Context: an optimization exercise on an open-source flow, tuned for small area, a short achievable clock period and few clock cycles per item. The choices shown serve that exercise and are no tape-out recipe. RTL that was checked went through simulation tests only; none was proved equivalent to the original.

==> run a <==
// arcball_rotation_quaternion_unit
module arcball_rotation_quaternion_unit #(
  parameter int COORD_BITS = 12,
  parameter int FRAC_BITS  = 16
) (
  input  logic                   clk,
  input  logic                   rst,
  input  logic                   cfg_we,
  input  logic [CFG_INDEX_W-1:0] cfg_index,
  input  logic [CFG_DATA_W-1:0]  cfg_data,
  input  logic                   pointer_valid,
  output logic                   pointer_ready,
  input  logic                   pointer_action,
  input  logic [COORD_BITS-1:0]  pointer_x,
  input  logic [COORD_BITS-1:0]  pointer_y,
  output logic                   rotation_valid,
  input  logic                   rotation_ready,
  output logic [FRAC_BITS+1:0]   rot_x,
  output logic [FRAC_BITS+1:0]   rot_y,
  output logic [FRAC_BITS+1:0]   rot_z,
  output logic [FRAC_BITS+1:0]   rot_w
);
==> flow/config.mk <==
export PLATFORM = sky130hd
export DESIGN_NAME = arcball_rotation_quaternion_unit
export DESIGN_NICKNAME = arcball_rotation_quaternion_unit
export VERILOG_FILES = /design/flow/design.v
export SDC_FILE = /design/flow/constraint.sdc
export NUM_CORES = 4
export LEC_CHECK = 0
export CAP_MARGIN = 20
export CORE_MARGIN = 2
export CORE_UTILIZATION = 60
export PLACE_DENSITY = 0.7
export SETUP_SLACK_MARGIN = 4
export SLEW_MARGIN = 20
==> flow/constraint.sdc <==
create_clock -name core_clock -period 12.5 [get_ports {clk}]
set_input_delay 2.5000 -clock core_clock [delete_from_list [all_inputs] [get_ports {clk}]]
set_output_delay 2.5000 -clock core_clock [all_outputs]
set_load 0.01 [all_outputs]
run.sh (not shown) runs the stock make flow with config.mk's settings and CLKGATE_MAP_FILE= SYNTH_SCRIPT=/design/flow/synth_recipe.tcl, a recipe that flattens the netlist after the stock synthesis.
==> inputs of run b, as changes to run a <==
- CORE_UTILIZATION: 60 -> 40
- PLACE_DENSITY: 0.7 -> not set
- SETUP_SLACK_MARGIN: 4 -> 5
==> inputs of run c, as changes to run a <==
--- a/flow/design.v
+++ b/flow/design.v
@@ -724,14 +724,12 @@
   logic        f_v, f_act, b_v, t_v;
   logic        eps_pend;
   logic [3:0]  ec;
   logic        ovalid;
   logic        bigf;
   logic        outside;
-  logic        d_v, d_act, d_xs, d_ys;    
-  logic        b_out;                     
   logic        mx_s, my_s;
   logic [17:0] mx_m, my_m;
   logic        ex_s, ey_s, ax_s, ay_s;
   logic [16:0] ex_m, ey_m, ez_m, ax_m, ay_m, az_m;
   logic [20:0] it_rem;
   logic [35:0] it_rad;
@@ -748,13 +746,13 @@
   logic [35:0] s_q, c_q;
   logic [2:0]  op_q;
   logic        neg_q;
   logic [35:0] acc;
   logic [17:0] ox, oy, oz, ow;
   logic go0, hold2, adv;
-  assign go0   = rq_v | b_v | t_v | d_v;
+  assign go0   = rq_v | b_v | t_v;
   assign hold2 = eps_pend | (b_v & ovalid & ~rotation_ready);
   assign adv   = (cnt == 5'd0) ? go0 : (cnt == 5'd2) ? ~hold2 : 1'b1;
   logic [2:0]  ei;         
   logic [1:0]  ej;         
   logic [17:0] ec_c;
   logic [16:0] ec_x;
@@ -798,62 +796,38 @@
           opa = mx_m; opb = mx_m; iop = OP_LD;
         end
       end
       5'd3: if (f_v) begin
         opa = my_m; opb = my_m; iop = OP_AC;
       end
-      5'd4: if (b_v && !b_out) begin   
+      5'd4: if (b_v) begin   
         opa = {1'b0, ay_m}; opb = {1'b0, ez_m}; iop = OP_LD; ineg = ay_s;
       end
-      5'd5: if (b_v && !b_out) begin
+      5'd5: if (b_v) begin
         opa = {1'b0, az_m}; opb = {1'b0, ey_m}; iop = OP_AC; ineg = ~ey_s;
       end
-      5'd6: if (b_v && !b_out) begin   
+      5'd6: if (b_v) begin   
         opa = {1'b0, az_m}; opb = {1'b0, ex_m}; iop = OP_LD; ineg = ex_s;
       end
       5'd7: if (b_v) begin
-        if (!b_out) begin
-          opa = {1'b0, ax_m}; opb = {1'b0, ez_m}; iop = OP_AC; ineg = ~ax_s;
-        end else begin      
-          opa = {1'b0, az_m}; opb = {1'b0, ey_m}; iop = OP_LD; ineg = ~ey_s;
-        end
+        opa = {1'b0, ax_m}; opb = {1'b0, ez_m}; iop = OP_AC; ineg = ~ax_s;
       end
-      5'd8: if (b_v) begin
-        if (!b_out) begin   
-          opa = {1'b0, ax_m}; opb = {1'b0, ey_m}; iop = OP_LD; ineg = ax_s ^ ey_s;
-        end else begin      
-          opa = {1'b0, az_m}; opb = {1'b0, ex_m}; iop = OP_LD; ineg = ex_s;
-        end
+      5'd8: if (b_v) begin   
+        opa = {1'b0, ax_m}; opb = {1'b0, ey_m}; iop = OP_LD; ineg = ax_s ^ ey_s;
       end
       5'd9: if (b_v) begin
-        if (!b_out) begin
-          opa = {1'b0, ay_m}; opb = {1'b0, ex_m}; iop = OP_AC; ineg = ~(ay_s ^ ex_s);
-        end else begin      
-          opa = {1'b0, ax_m}; opb = {1'b0, ey_m}; iop = OP_LD; ineg = ax_s ^ ey_s;
-        end
+        opa = {1'b0, ay_m}; opb = {1'b0, ex_m}; iop = OP_AC; ineg = ~(ay_s ^ ex_s);
       end
-      5'd10: if (b_v) begin
-        if (!b_out) begin   
-          opa = {1'b0, ax_m}; opb = {1'b0, ex_m}; iop = OP_LD; ineg = ax_s ^ ex_s;
-        end else begin
-          opa = {1'b0, ay_m}; opb = {1'b0, ex_m}; iop = OP_AC; ineg = ~(ay_s ^ ex_s);
-        end
+      5'd10: if (b_v) begin   
+        opa = {1'b0, ax_m}; opb = {1'b0, ex_m}; iop = OP_LD; ineg = ax_s ^ ex_s;
       end
       5'd11: if (b_v) begin
-        if (!b_out) begin
-          opa = {1'b0, ay_m}; opb = {1'b0, ey_m}; iop = OP_AC; ineg = ay_s ^ ey_s;
-        end else begin      
-          opa = {1'b0, ax_m}; opb = {1'b0, ex_m}; iop = OP_LD; ineg = ax_s ^ ex_s;
-        end
+        opa = {1'b0, ay_m}; opb = {1'b0, ey_m}; iop = OP_AC; ineg = ay_s ^ ey_s;
       end
       5'd12: if (b_v) begin
-        if (!b_out) begin
-          opa = {1'b0, az_m}; opb = {1'b0, ez_m}; iop = OP_AC; ineg = 1'b0;
-        end else begin
-          opa = {1'b0, ay_m}; opb = {1'b0, ey_m}; iop = OP_AC; ineg = ay_s ^ ey_s;
-        end
+        opa = {1'b0, az_m}; opb = {1'b0, ez_m}; iop = OP_AC; ineg = 1'b0;
       end
       default: ;
     endcase
   end
   arb_mul u_mul (
     .a (opa),
@@ -952,13 +926,12 @@
       f_v      <= 1'b0;
       b_v      <= 1'b0;
       t_v      <= 1'b0;
       eps_pend <= 1'b0;
       ec       <= '0;
       ovalid   <= 1'b0;
-      d_v      <= 1'b0;
       ax_s     <= 1'b0;
       ay_s     <= 1'b0;
       ax_m     <= '0;
       ay_m     <= '0;
       az_m     <= '0;
     end else begin
@@ -995,75 +968,50 @@
           if (ec == 4'd10) begin
             ec       <= '0;
             eps_pend <= 1'b0;
             ovalid   <= 1'b1;
           end
         end
-        5'd5: if (d_v) begin
-          d_v <= 1'b0;
-          if (!d_act) begin
-            ax_s <= d_xs;
-            ay_s <= d_ys;
-            ax_m <= nx_dxq[16:0];
-            ay_m <= nx_dyq[16:0];
-            az_m <= '0;
-          end
-        end
         5'd12: begin
-          if (f_v && !f_act && !outside) begin
+          if (f_v && !f_act) begin
             ax_s <= mx_s;
             ay_s <= my_s;
             ax_m <= mx_m[16:0];
             ay_m <= my_m[16:0];
-            az_m <= it_root[16:0];
+            az_m <= outside ? 17'd0 : it_root[16:0];
           end
-          d_v   <= f_v & outside;
-          d_act <= f_act;
-          d_xs  <= mx_s;
-          d_ys  <= my_s;
-          b_v   <= f_v & f_act;
-          b_out <= outside;
-          t_v   <= b_v;
-          f_v   <= 1'b0;
+          b_v <= f_v & f_act;
+          t_v <= b_v;
+          f_v <= 1'b0;
         end
         default: ;
       endcase
       if (adv) begin
         case (cnt)
-          5'd2:    cnt <= (f_v | b_v | d_v) ? 5'd3 : 5'd0;
+          5'd2:    cnt <= (f_v | b_v) ? 5'd3 : 5'd0;
+          5'd11:   cnt <= (f_v && outside) ? 5'd16 : 5'd12;
           5'd12:   cnt <= 5'd0;
+          5'd22:   cnt <= 5'd12;
           default: cnt <= cnt + 5'd1;
         endcase
       end
     end
   end
   always_ff @(posedge clk) begin
     case (op_q)
       OP_MAPX: begin mx_s <= p_lt; mx_m <= p_mag; end
       OP_MAPY: begin my_s <= ~p_lt; my_m <= p_mag; end
       OP_LD, OP_AC: acc <= res;
       default: ;
     endcase
-    if (cnt == 5'd12 && f_v && f_act && !outside) begin
+    if (cnt == 5'd12 && f_v && f_act) begin
       ex_s <= mx_s;
       ey_s <= my_s;
       ex_m <= mx_m[16:0];
       ey_m <= my_m[16:0];
-      ez_m <= it_root[16:0];
-    end
-    if (cnt == 5'd5 && d_v && d_act) begin
-      ex_s <= d_xs;
-      ey_s <= d_ys;
-      ex_m <= nx_dxq[16:0];
-      ey_m <= nx_dyq[16:0];
-      ez_m <= '0;
-    end
-    if (d_v && adv && cnt <= 5'd5) begin
-      it_rem <= {3'd0, nx_dxr};
-      dy_rem <= nx_dyr;
-      it_rad <= {nx_dxq, nx_dyq};
+      ez_m <= outside ? 17'd0 : it_root[16:0];
     end
     case (cnt)
       5'd5: begin
         outside <= len_out;
         it_rem  <= '0;
         it_rad  <= len_rad;
@@ -1071,35 +1019,36 @@
       end
       5'd6, 5'd7, 5'd8, 5'd9, 5'd10, 5'd11: begin
         it_rem  <= nx_rem;
         it_rad  <= nx_rad;
         it_root <= nx_root;
       end
-      5'd12: begin
+      5'd16: begin
         it_rem <= {5'd0, numx[33:18]};
         dy_rem <= {2'd0, numy[33:18]};
         it_rad <= {numx[17:0], numy[17:0]};
       end
+      5'd17, 5'd18, 5'd19, 5'd20, 5'd21, 5'd22: begin
+        it_rem <= {3'd0, nx_dxr};
+        dy_rem <= nx_dyr;
+        it_rad <= {nx_dxq, nx_dyq};
+        if (cnt == 5'd22) begin
+          mx_m <= nx_dxq;
+          my_m <= nx_dyq;
+        end
+      end
       default: ;
     endcase
-    if (b_v && !b_out) begin
+    if (b_v) begin
       case (cnt)
         5'd7:  begin ox <= rnd; bigf <= rnd_big; end
         5'd9:  begin oy <= rnd; bigf <= bigf | rnd_big; end
         5'd11: begin oz <= rnd; bigf <= bigf | rnd_big; end
         default: ;
       endcase
     end
-    if (b_v && b_out) begin
-      case (cnt)
-        5'd9:  begin ox <= rnd; bigf <= rnd_big; end
-        5'd10: begin oy <= rnd; bigf <= bigf | rnd_big; end
-        5'd12: begin oz <= rnd; bigf <= bigf | rnd_big; end
-        default: ;
-      endcase
-    end
     if (cnt == 5'd1 && t_v) ow <= rnd;
     if (cnt == 5'd2 && eps_pend && ec == 4'd10 && acc <= {4'd0, eps}) begin
       ox <= '0;
       oy <= '0;
       oz <= '0;
       ow <= ONE_O;
- CORE_UTILIZATION: 60 -> 40
- PLACE_DENSITY: 0.7 -> not set
- SETUP_SLACK_MARGIN: 4 -> 5
==> flow_metrics.tcl <==
set metrics [dict create \
    dpl_cell_area_um2 49920 \
    synthMuxAreaShare 0.04332 \
    synthCells 5495 \
    fin_skew_ns 0.01997 \
    synth_area_leaders "edfxtp_1 15%, dfxtp_1 13%, fa_1 13%" \
    drive_above_1_share 0.1560 \
    relSlewSlack 0.1577 \
    yosysTopAreaCell "edfxtp_1" \
    crit_fanout 7 \
    crit_slowest_cell "a2111oi_4" \
    seq_area_um2 12960 \
    status "finished clean" \
]
[end of results for run b]
==> flow_metrics.tcl <==
set metrics [dict create \
    seq_area_um2 12960 \
    relSlewSlack 0.2241 \
    wl_met3_um 20260 \
    drive_above_1_share 0.1046 \
    synthCells 5495 \
    crit_slowest_cell "a21oi_1" \
    yosysTopAreaCell "edfxtp_1" \
    status "finished clean" \
    fin_skew_ns 0.02926 \
    dpl_cell_area_um2 49070 \
    crit_fanout 16 \
    synthMuxAreaShare 0.04332 \
    synth_area_leaders "edfxtp_1 15%, dfxtp_1 13%, fa_1 13%" \
]
[end of results for run a]
==> flow_metrics.tcl <==
set metrics [dict create \
    synthCells 5425 \
    relSlewSlack 0.08263 \
    synthMuxAreaShare 0.02317 \
    synth_area_leaders "dfxtp_1 14%, edfxtp_1 14%, fa_1 13%" \
    drive_above_1_share 0.1264 \
    crit_fanout 7 \
    fin_skew_ns 0.04042 \
    status "finished clean" \
    seq_area_um2 12660 \
    yosysTopAreaCell "dfxtp_1" \
]
[end of results for run c]
Testbench counts of run a, summed over its fixed seeds: cycles 37,576, items 2,880.
Testbench counts of run b, summed over its fixed seeds: cycles 37,576, items 2,880.
Only the layout flow was run in run c; the RTL was not checked for function there.

[re-timing with driven ports]
In the flow no input, the clock included, has a driving cell. The finished layouts below were timed again as built, in two steps.
Step 1 (the two cells are an assumption about what drives the block):
set clk [get_ports {clk}]
set_driving_cell -lib_cell sky130_fd_sc_hd__clkbuf_16 $clk
set_driving_cell -lib_cell sky130_fd_sc_hd__buf_2 [delete_from_list [all_inputs] $clk]
Step 2 moves the port delays by t, midway between the first and last clock arrival at a register: inputs arrive t later, outputs are due t later. That takes back most of the time a late clock gives input paths.
a / b / c = ideal / step 1 / step 2; a / b = the first two.
run	t, ns	setup WS [ns]	hold WS [ns]	worst setup path after step 2	cell pins on the clock port's net
run a	0.728	4.065 / 4.065 / 4.065	0.431 / 0.431 / 0.431	register to register	1
run b	0.712	4.611 / 4.611 / 4.611	0.421 / 0.421 / 0.421	register to register	1
run c	0.712	4.927 / 4.927 / 4.927	0.455 / 0.455 / 0.455	register to register	1
After both steps setup and hold are still met in every run listed.
